This is an optimization exercise on Yosys and OpenROAD, whose aim is small area, not a production implementation. Function was checked by simulation only, so behaviour that the tests miss may differ from the original. No activity file was given, so power comes from the tool's default toggle rates.

==> flow/design.v <==
package cpu_pkg;
	typedef enum logic [6-1:0] {
		op_add   = 6'b000000,
		op_comp  = 6'b000001,
		op_and   = 6'b000010,
		op_xor   = 6'b000011,
		op_shll  = 6'b000100,
		op_shrl  = 6'b000101,
		op_shllv = 6'b000110,
		op_shrlv = 6'b000111,
		op_shra  = 6'b001000,
		op_shrav = 6'b001001,
		op_addi  = 6'b010000,
		op_compi = 6'b010001,
		op_lw    = 6'b010010,
		op_sw    = 6'b010011,
		op_bz    = 6'b100000,
		op_bnz   = 6'b100001,
		op_bcy   = 6'b100010,
		op_bncy  = 6'b100011,
		op_bs    = 6'b100100,
		op_bns   = 6'b100101,
		op_bv    = 6'b100110,
		op_bnv   = 6'b100111,
		op_b     = 6'b101000
	} opcode_e;
	typedef enum logic [3-1:0] {
		alu_add, alu_neg, alu_and, alu_xor, alu_shl, alu_shr, alu_sra
	} alu_op_e;
	typedef enum logic [3-1:0] {
		cond_z, cond_nz, cond_cy, cond_ncy, cond_s, cond_ns, cond_v, cond_nv
	} cond_e;
	typedef struct packed {
		opcode_e opcode;
		logic [5-1:0] rs;
		logic [5-1:0] rt;
		logic [16-1:0] imm;
	} instr_r_t;
	typedef struct packed {
		opcode_e opcode;
		logic [26-1:0] target;
	} instr_j_t;
	typedef union packed {
		instr_r_t r;
		instr_j_t j;
	} instr_u;
	typedef struct packed {
		logic z;
		logic c;
		logic s;
		logic v;
	} flags_t;
	typedef struct packed {
		alu_op_e alu_op;
		logic use_imm;
		logic alu_wr;   
		logic load;
		logic store;
		logic branch;
		logic jump;
		cond_e cond;
	} ctrl_t;
	typedef struct packed {
		logic valid;
		logic [5-1:0] dest;
		logic [32-1:0] data;
	} wb_t;
endpackage
`timescale 1ns/1ps
module instr_decoder
(
	input cpu_pkg::instr_u instr,
	output cpu_pkg::ctrl_t ctrl,
	output logic [32-1:0] imm
);
	cpu_pkg::opcode_e opcode;
	assign opcode = instr.r.opcode;
	assign imm = {{(32-16){instr.r.imm[16-1]}}, instr.r.imm};
	always_comb
	begin
		ctrl = '0;
		case (opcode)
			cpu_pkg::op_comp, cpu_pkg::op_compi: ctrl.alu_op = cpu_pkg::alu_neg;
			cpu_pkg::op_and: ctrl.alu_op = cpu_pkg::alu_and;
			cpu_pkg::op_xor: ctrl.alu_op = cpu_pkg::alu_xor;
			cpu_pkg::op_shll, cpu_pkg::op_shllv: ctrl.alu_op = cpu_pkg::alu_shl;
			cpu_pkg::op_shrl, cpu_pkg::op_shrlv: ctrl.alu_op = cpu_pkg::alu_shr;
			cpu_pkg::op_shra, cpu_pkg::op_shrav: ctrl.alu_op = cpu_pkg::alu_sra;
			default: ctrl.alu_op = cpu_pkg::alu_add;   
		endcase
		case (opcode)
			cpu_pkg::op_addi,
			cpu_pkg::op_compi,
			cpu_pkg::op_shll,
			cpu_pkg::op_shrl,
			cpu_pkg::op_shra: ctrl.use_imm = 1'b1;
			default: ctrl.use_imm = 1'b0;
		endcase
		case (opcode)
			cpu_pkg::op_add,
			cpu_pkg::op_comp,
			cpu_pkg::op_and,
			cpu_pkg::op_xor,
			cpu_pkg::op_shll,
			cpu_pkg::op_shrl,
			cpu_pkg::op_shllv,
			cpu_pkg::op_shrlv,
			cpu_pkg::op_shra,
			cpu_pkg::op_shrav,
			cpu_pkg::op_addi,
			cpu_pkg::op_compi: ctrl.alu_wr = 1'b1;
			cpu_pkg::op_lw: ctrl.load = 1'b1;
			cpu_pkg::op_sw: ctrl.store = 1'b1;
			cpu_pkg::op_bz,
			cpu_pkg::op_bnz,
			cpu_pkg::op_bcy,
			cpu_pkg::op_bncy,
			cpu_pkg::op_bs,
			cpu_pkg::op_bns,
			cpu_pkg::op_bv,
			cpu_pkg::op_bnv: ctrl.branch = 1'b1;
			cpu_pkg::op_b: ctrl.jump = 1'b1;
			default: ctrl.alu_wr = 1'b0;   
		endcase
		ctrl.cond = cpu_pkg::cond_e'(opcode[3-1:0]);
	end
endmodule
`timescale 1ns/1ps
module reg_file
(
	input logic clk,
	input logic reset,
	input logic [5-1:0] rs,
	input logic [5-1:0] rt,
	input cpu_pkg::wb_t wb,
	output logic [32-1:0] rs_data,
	output logic [32-1:0] rt_data
);
	logic [32-1:0] regs [32];
	assign rs_data = regs[rs];
	assign rt_data = regs[rt];
	always_ff @(posedge clk)
	begin
		if (reset)
		begin
			for (int i = 0; i < 32; i++)
				regs[i] <= '0;
		end
		else if (wb.valid)
			regs[wb.dest] <= wb.data;   
	end
endmodule
`timescale 1ns/1ps
module alu_unit
(
	input logic clk,
	input logic reset,
	input cpu_pkg::ctrl_t ctrl,
	input logic [32-1:0] rs_data,
	input logic [32-1:0] rt_data,
	input logic [32-1:0] imm,
	output logic [32-1:0] alu_result,
	output cpu_pkg::flags_t flags
);
	logic [32-1:0] b_op;
	cpu_pkg::flags_t flags_next;
	assign b_op = ctrl.use_imm ? imm : rt_data;
	always_comb
	begin
		alu_result = '0;
		flags_next = '0;
		case (ctrl.alu_op)
			cpu_pkg::alu_add:
			begin
				alu_result = rs_data + b_op;
				flags_next.c = rs_data[32-1] ^ b_op[32-1]
					^ alu_result[32-1];
				flags_next.v = (rs_data[32-1] == b_op[32-1])
					&& (alu_result[32-1] != rs_data[32-1]);
			end
			cpu_pkg::alu_neg: alu_result = -b_op;   
			cpu_pkg::alu_and: alu_result = rs_data & b_op;
			cpu_pkg::alu_xor: alu_result = rs_data ^ b_op;
			cpu_pkg::alu_shl: alu_result = rs_data << b_op;
			cpu_pkg::alu_shr: alu_result = rs_data >> b_op;
			cpu_pkg::alu_sra: alu_result = $signed(rs_data) >>> b_op;
			default: alu_result = '0;
		endcase
		if (ctrl.alu_op == cpu_pkg::alu_add || ctrl.alu_op == cpu_pkg::alu_neg
			|| ctrl.alu_op == cpu_pkg::alu_and || ctrl.alu_op == cpu_pkg::alu_xor)
		begin
			flags_next.z = (alu_result == '0);
			flags_next.s = alu_result[32-1];
		end
	end
	always_ff @(posedge clk)
	begin
		if (reset)
			flags <= '0;
		else if (ctrl.alu_wr)
			flags <= flags_next;   
	end
endmodule
`timescale 1ns/1ps
module load_store_unit
(
	input logic clk,
	input logic reset,
	input cpu_pkg::ctrl_t ctrl,
	input logic [32-1:0] rs_data,
	input logic [32-1:0] rt_data,
	input logic [32-1:0] imm,
	output logic [32-1:0] load_data
);
	logic [32-1:0] mem [64];
	logic [32-1:0] eff_addr;
	logic [6-1:0] addr;
	assign eff_addr = rs_data + imm;
	assign addr = eff_addr[6-1:0];
	assign load_data = mem[addr];   
	always_ff @(posedge clk)
	begin
		if (reset)
		begin
			for (int i = 0; i < 64; i++)
				mem[i] <= '0;
		end
		else if (ctrl.store)
			mem[addr] <= rt_data;
	end
endmodule
`timescale 1ns/1ps
module commit_stage
(
	input logic clk,
	input logic reset,
	input cpu_pkg::ctrl_t ctrl,
	input cpu_pkg::instr_u instr,
	input cpu_pkg::flags_t flags,
	input logic [32-1:0] alu_result,
	input logic [32-1:0] load_data,
	output logic [32-1:0] pc,
	output cpu_pkg::wb_t wb
);
	logic cond_hold;
	logic take;
	logic [32-1:0] target;
	logic [32-1:0] pc_next;
	always_comb
	begin
		case (ctrl.cond)
			cpu_pkg::cond_z: cond_hold = flags.z;
			cpu_pkg::cond_nz: cond_hold = !flags.z;
			cpu_pkg::cond_cy: cond_hold = flags.c;
			cpu_pkg::cond_ncy: cond_hold = !flags.c;
			cpu_pkg::cond_s: cond_hold = flags.s;
			cpu_pkg::cond_ns: cond_hold = !flags.s;
			cpu_pkg::cond_v: cond_hold = flags.v;
			cpu_pkg::cond_nv: cond_hold = !flags.v;
			default: cond_hold = 1'b0;
		endcase
	end
	assign take = ctrl.jump || (ctrl.branch && cond_hold);
	assign target = {pc[32-1 -: (32 - 26)], instr.j.target};
	assign pc_next = take ? target : pc + 32'(1);
	always_ff @(posedge clk)
	begin
		if (reset)
			pc <= '0;
		else
			pc <= pc_next;
	end
	always_comb
	begin
		wb.valid = (ctrl.alu_wr || ctrl.load) && !reset;
		wb.dest = ctrl.load ? instr.r.rt : instr.r.rs;   
		wb.data = ctrl.load ? load_data : alu_result;
	end
endmodule
`timescale 1ns/1ps
module cpu_core
(
	input logic clk,
	input logic reset,
	input cpu_pkg::instr_u instr,
	output logic [32-1:0] pc,
	output cpu_pkg::wb_t wb
);
	cpu_pkg::ctrl_t ctrl;
	cpu_pkg::flags_t flags;
	logic [32-1:0] imm;
	logic [32-1:0] rs_data;
	logic [32-1:0] rt_data;
	logic [32-1:0] alu_result;
	logic [32-1:0] load_data;
	instr_decoder i_decoder (
		.instr(instr),
		.ctrl(ctrl),
		.imm(imm)
	);
	reg_file i_reg_file (
		.clk(clk),
		.reset(reset),
		.rs(instr.r.rs),
		.rt(instr.r.rt),
		.wb(wb),
		.rs_data(rs_data),
		.rt_data(rt_data)
	);
	alu_unit i_alu (
		.clk(clk),
		.reset(reset),
		.ctrl(ctrl),
		.rs_data(rs_data),
		.rt_data(rt_data),
		.imm(imm),
		.alu_result(alu_result),
		.flags(flags)
	);
	load_store_unit i_lsu (
		.clk(clk),
		.reset(reset),
		.ctrl(ctrl),
		.rs_data(rs_data),
		.rt_data(rt_data),
		.imm(imm),
		.load_data(load_data)
	);
	commit_stage i_commit (
		.clk(clk),
		.reset(reset),
		.ctrl(ctrl),
		.instr(instr),
		.flags(flags),
		.alu_result(alu_result),
		.load_data(load_data),
		.pc(pc),
		.wb(wb)
	);
endmodule
==> flow/run.sh <==
#!/bin/bash
# synth_recipe.tcl (not shown) runs the flow's synth.tcl, then flattens the netlist and writes it again
# the make line also repeats each setting of config.mk as NAME=value (left out here)
make -C /OpenROAD-flow-scripts/flow DESIGN_CONFIG=/design/flow/config.mk WORK_HOME=/design/flow/orfs CLKGATE_MAP_FILE= SYNTH_SCRIPT=/design/flow/synth_recipe.tcl finish
==> flow/config.mk <==
export PLATFORM = sky130hd
export DESIGN_NAME = cpu_core
export DESIGN_NICKNAME = cpu_core
export VERILOG_FILES = /design/flow/design.v
export SDC_FILE = /design/flow/constraint.sdc
export NUM_CORES = 4
export LEC_CHECK = 0
export CAP_MARGIN = 20
export CORE_MARGIN = 2
export CORE_UTILIZATION = 40
export SETUP_SLACK_MARGIN = 0.5
export SLEW_MARGIN = 20
==> flow/constraint.sdc <==
create_clock -name core_clock -period 11.0 [get_ports {clk}]
set_input_delay 2.2000 -clock core_clock [delete_from_list [all_inputs] [get_ports {clk}]]
set_output_delay 2.2000 -clock core_clock [all_outputs]
set_load 0.01 [all_outputs]
==> results.json <==
{
  "outcome": "complete, no violations",
  "ys_async_sr_fraction_pct": 0,
  "clkTransAtPathRegs_ns": 0.06,
  "root_buffer": "clkbuf_16",
  "rows": 222,
  "reg2reg_from": "i_reg_file.regs[19][1]",
  "grt_first_pass_wirelength_um": 880000,
  "post_layout_nonfiller_instances": 17900,
  "fin_crit_sh_pct": 96.7,
  "total_leakage_power_nw": 64.2,
  "globalplace.congestion": 1.05,
  "crit_start": "instr[23]",
  "slew_viol_final": 0,
  "setup_slack_ns": 0.366,
  "synth_edf_count": 3072,
  "dp_hpwl_um": 405000,
  "drc": 0,
  "p_int_mw": 22.5,
  "antenna_found_initial": 34,
  "ios": 104,
  "cts-buffers-inserted": 339,
  "ys.flop_type": "edfxtp_1",
  "min_path_type": "reg -> reg",
  "p_comb_share_pct": 28.0,
  "synth.distinct_cells": 95,
  "worstHoldEndpoint": "i_alu.flags[3]",
  "mappedNetlistArea_um2": 147000,
  "first_global_vias": 111000,
  "place_ws_ns": -0.904,
  "clk_latency_ns": 1.02,
  "pwr_density_cell_nw_per_um2": 197,
  "hold_depth": 2,
  "first_iter_violations": 20100,
  "synth-seq-cells": 3108,
  "finalHoldViolCount": 0,
  "rr_worst_depth": 24,
  "rsz0062_at_grt": "true",
  "ys_seq_area_share_pct": 63.2,
  "cts_tree": "built",
  "syn_inst": 12400,
  "p_switching_mw": 11.7,
  "arrival_ns": 8.43,
  "grt_max_degree": 139,
  "ant_nets": 0,
  "worst-path-max-fanout": 12,
  "cts_hold_buf": 0,
  "port-buffer-count": 103,
  "routed_wl_um": 639000,
  "slew_headroom_pct": 14.8,
  "worstReg2RegEnd": "i_reg_file.regs[2][7]",
  "viasPerCell": 6.56,
  "skew_ns": 0.116,
  "dieArea_um2": 373000,
  "syn_nets": 12500,
  "pwr-share-clk_pct": 32.5,
  "post-place-cells": 17200,
  "finalSetupViolations": 0,
  "post_drt_wl_per_cell_um": 35.7,
  "ir_worst_vdd_v": 0.000165,
  "die_x_um": 610,
  "netSwitchingFraction_pct": 34.3,
  "finalNetCount": 12900,
  "nFillCells": 32200,
  "core_um2": 366000,
  "cap_violations": 0,
  "htreeDepth": 5,
  "worst_setup_path_end_kind": "primary output",
  "track_usage_pct": 33.2,
  "synth-warning-count": 5,
  "drt_pass1_iterations": 8,
  "cts_num_sinks": 3108,
  "p_seq_share_pct": 39.5,
  "required_ns": 8.80,
  "drive_gt1_share_pct": 17.6,
  "syn_area_per_cell_um2": 11.9,
  "worstSetupStartpointType": "input port",
  "initial_utilization_pct": 40.2,
  "die_h_um": 610,
  "reg2reg_slack_ns": 4.65,
  "hold_start": "i_alu.flags[3]",
  "achievable-frequency_mhz": 94.0,
  "clk_path_buf_depth": 4,
  "path_class": "in -> out",
  "worst_slew_pin_slew_ns": 1.27,
  "finalCriticalPeriod_ns": 10.63,
  "vias": 118000,
  "grt-ovfl-total": 0,
  "syn_to_final_growth_pct": 18.2
}
-- metrics by stage --
step	TNS [ns]	hold WS (ns)	util [%]	area, µm²	power (mW)
2_1_floorplan	0	0.442	-	147000	17.4
3_3_place_gp	-9.04	0.462	43.9	161000	22.4
3_5_place_dp	-7.79	0.466	43.9	161000	22.5
4_1_cts	0	0.474	47.3	173000	33.7
5_1_grt	0	0.483	47.5	174000	34.8
6_report	0	0.474	47.5	174000	34.3
-- routing by layer --
metal	track usage [%]	vias to the layer above	wire, µm
li1	-	47300	-
met1	45.1	59400	237000
met2	48.5	9153	272000
met3	8.79	1604	88400
met4	17.9	20	41000
met5	0	-	133
-- power groups by stage --
| stage | Clock [mW] | Combinational (mW) | Sequential, mW |
|---|---|---|---|
| final | 11.1 | 9.59 | 13.6 |
| after global routing | 11.6 | 9.64 | 13.6 |
| after CTS | 11.1 | 9.05 | 13.6 |
| after detailed placement | 0 | 8.66 | 13.8 |
| after global placement | 0 | 8.65 | 13.8 |
| after floorplan | 0 | 3.67 | 13.7 |
-- worst max path at each step --
| stage | to | depth (start not counted) | slack, ns |
|---|---|---|---|
| 6_report | wb[19] | 28 | 0.37 |
| 5_1_grt | wb[30] | 25 | 0.29 |
| 4_1_cts | wb[5] | 26 | 0.44 |
| 3_5_place_dp | wb[1] | 27 | -0.90 |
| 3_3_place_gp | wb[5] | 25 | -1.19 |
| 2_1_floorplan | wb[29] | 32 | 0.55 |
-- registers in the layout (all words and copies together), names as in the netlist --
signal,count
i_reg_file.regs,1024
i_alu.flags,4
i_lsu.mem,2048
i_commit.pc,32
-- critical path, stage by stage --
cell,delay [ns]
clkdlybuf4s50_1,0.52
buf_6,0.18
nor2b_4,0.30
buf_12,0.19
a22oi_2,0.07
nand3_2,0.14
nand4_1,0.26
buf_4,0.24
inv_1,0.08
buf_4,0.16
fa_2,0.60
nand2_2,0.13
buf_4,0.17
nor2_4,0.07
buf_4,0.17
bufbuf_16,0.32
a22oi_1,0.19
nand4_1,0.26
buf_4,0.26
a22o_1,0.23
a221oi_2,0.23
buf_4,0.21
o221ai_1,0.12
buf_4,0.20
o21ai_4,0.21
buf_12,0.17
inv_1,0.04
clkdlybuf4s50_1,0.47
-- placed cells by master (no fill, tap or decap), types with 33 or more instances in the layout --
master	netlist	final
nor2_1	3282	3263
edfxtp_1	3072	3072
a22oi_1	1175	1162
buf_4	23	1032
mux2i_1	852	850
clkbuf_16	0	347
nand2_1	315	278
nand3_1	256	248
nand4_1	247	247
a21oi_1	257	213
a22o_1	162	162
buf_12	0	153
a221oi_1	171	141
nor3_1	141	121
mux4_2	119	119
o21ai_0	94	89
clkdlybuf4s50_1	0	85
a31oi_1	99	84
a211oi_1	84	82
clkbuf_1	966	79
clkinv_1	2	76
nand2b_2	0	67
inv_1	61	60
clkinv_2	0	53
nand2_2	0	37
ha_1	39	37
dfxtp_1	36	36
xnor2_1	39	33
-- layout make-up --
| cell class | count | area (µm²) | share of cell area (%) |
|---|---|---|---|
| flip-flops and latches | 3108 | 93000 | 53.5 |
| multi-input cells | 7964 | 51300 | 29.5 |
| repair buffers | 1336 | 12700 | 7.33 |
| clock buffers | 425 | 8940 | 5.14 |
| well taps | 4816 | 6030 | 3.47 |
| clock inverters | 183 | 1600 | 0.922 |
| inverters | 69 | 259 | 0.149 |
| diodes | 10 | 25.0 | 0.0144 |
-- kinds of logic (layout without fill, tap and decap cells) --
kind of cell / count (synthesis) / count (layout) / share of synthesized area [%]
and+or+nand+nor: 4521 / 4521 / 12.9
DFF: 3108 / 3108 / 63.2
AOI/OAI and AO/OA: 2331 / 2331 / 11.6
buffers and inverters: 1326 / 2013 / 3.69
muxes: 997 / 997 / 7.82
xor gates and xnor gates: 74 / 74 / 0.441
adders and majority gates: 41 / 41 / 0.359
other: 0 / 10 / 0
-- timing repair --
item / in CTS / in global routing
pin swaps: 45 / 41
gates resized for setup: 160 / 125
buffers inserted: 61 / 24
cloned: 8 / 2
endpoints found under the setup margin: 32 / 32
-- cell usage after synthesis, types with 36 or more instances --
| master | count | area share [%] |
|---|---|---|
| nor2_1 | 3282 | 8.4 |
| edfxtp_1 | 3072 | 63 |
| a22oi_1 | 1175 | 6.0 |
| clkbuf_1 | 966 | 2.5 |
| mux2i_1 | 852 | 5.8 |
| nand2_1 | 315 | 0.80 |
| a21oi_1 | 257 | 0.87 |
| nand3_1 | 256 | 0.87 |
| nand4_1 | 247 | 1.1 |
| a221oi_1 | 171 | 1.0 |
| a22o_1 | 162 | 0.96 |
| nor3_1 | 141 | 0.48 |
| buf_1 | 125 | 0.32 |
| buf_2 | 119 | 0.40 |
| mux4_2 | 119 | 1.8 |
| nand2b_1 | 109 | 0.46 |
| a31oi_1 | 99 | 0.42 |
| o21ai_0 | 94 | 0.32 |
| a211oi_1 | 84 | 0.43 |
| inv_1 | 61 | 0.16 |
| ha_1 | 39 | 0.33 |
| xnor2_1 | 39 | 0.23 |
| dfxtp_1 | 36 | 0.49 |

port drivers added, routing unchanged:
The flow's constraints put no driver on any port. The routed layout listed below was extracted and timed again, unchanged, in two steps. Step 1 sets driving cells, clkbuf_16 on the clock port and buf_2 on the other inputs (assumed; they add their load-dependent delay and slew). Step 2 also shifts input and output timing later by t, the mid clock arrival at the registers, as if the neighbouring blocks saw the same clock. Three values: ideal, step 1, step 2; two values: the first two.
t (ns): 1.050
slack for setup (ns): 0.366 / 0.331 / 0.331
clock arrival spread, ns: 0.117 / 0.117
slew at the worst register clock pin (ns): 0.07 / 0.07
cell pins on the clock port's net: 1
After both steps this run still meets setup and hold. The setup slack of this run moves by -0.035 ns with the drivers and by -0.035 ns with both steps.
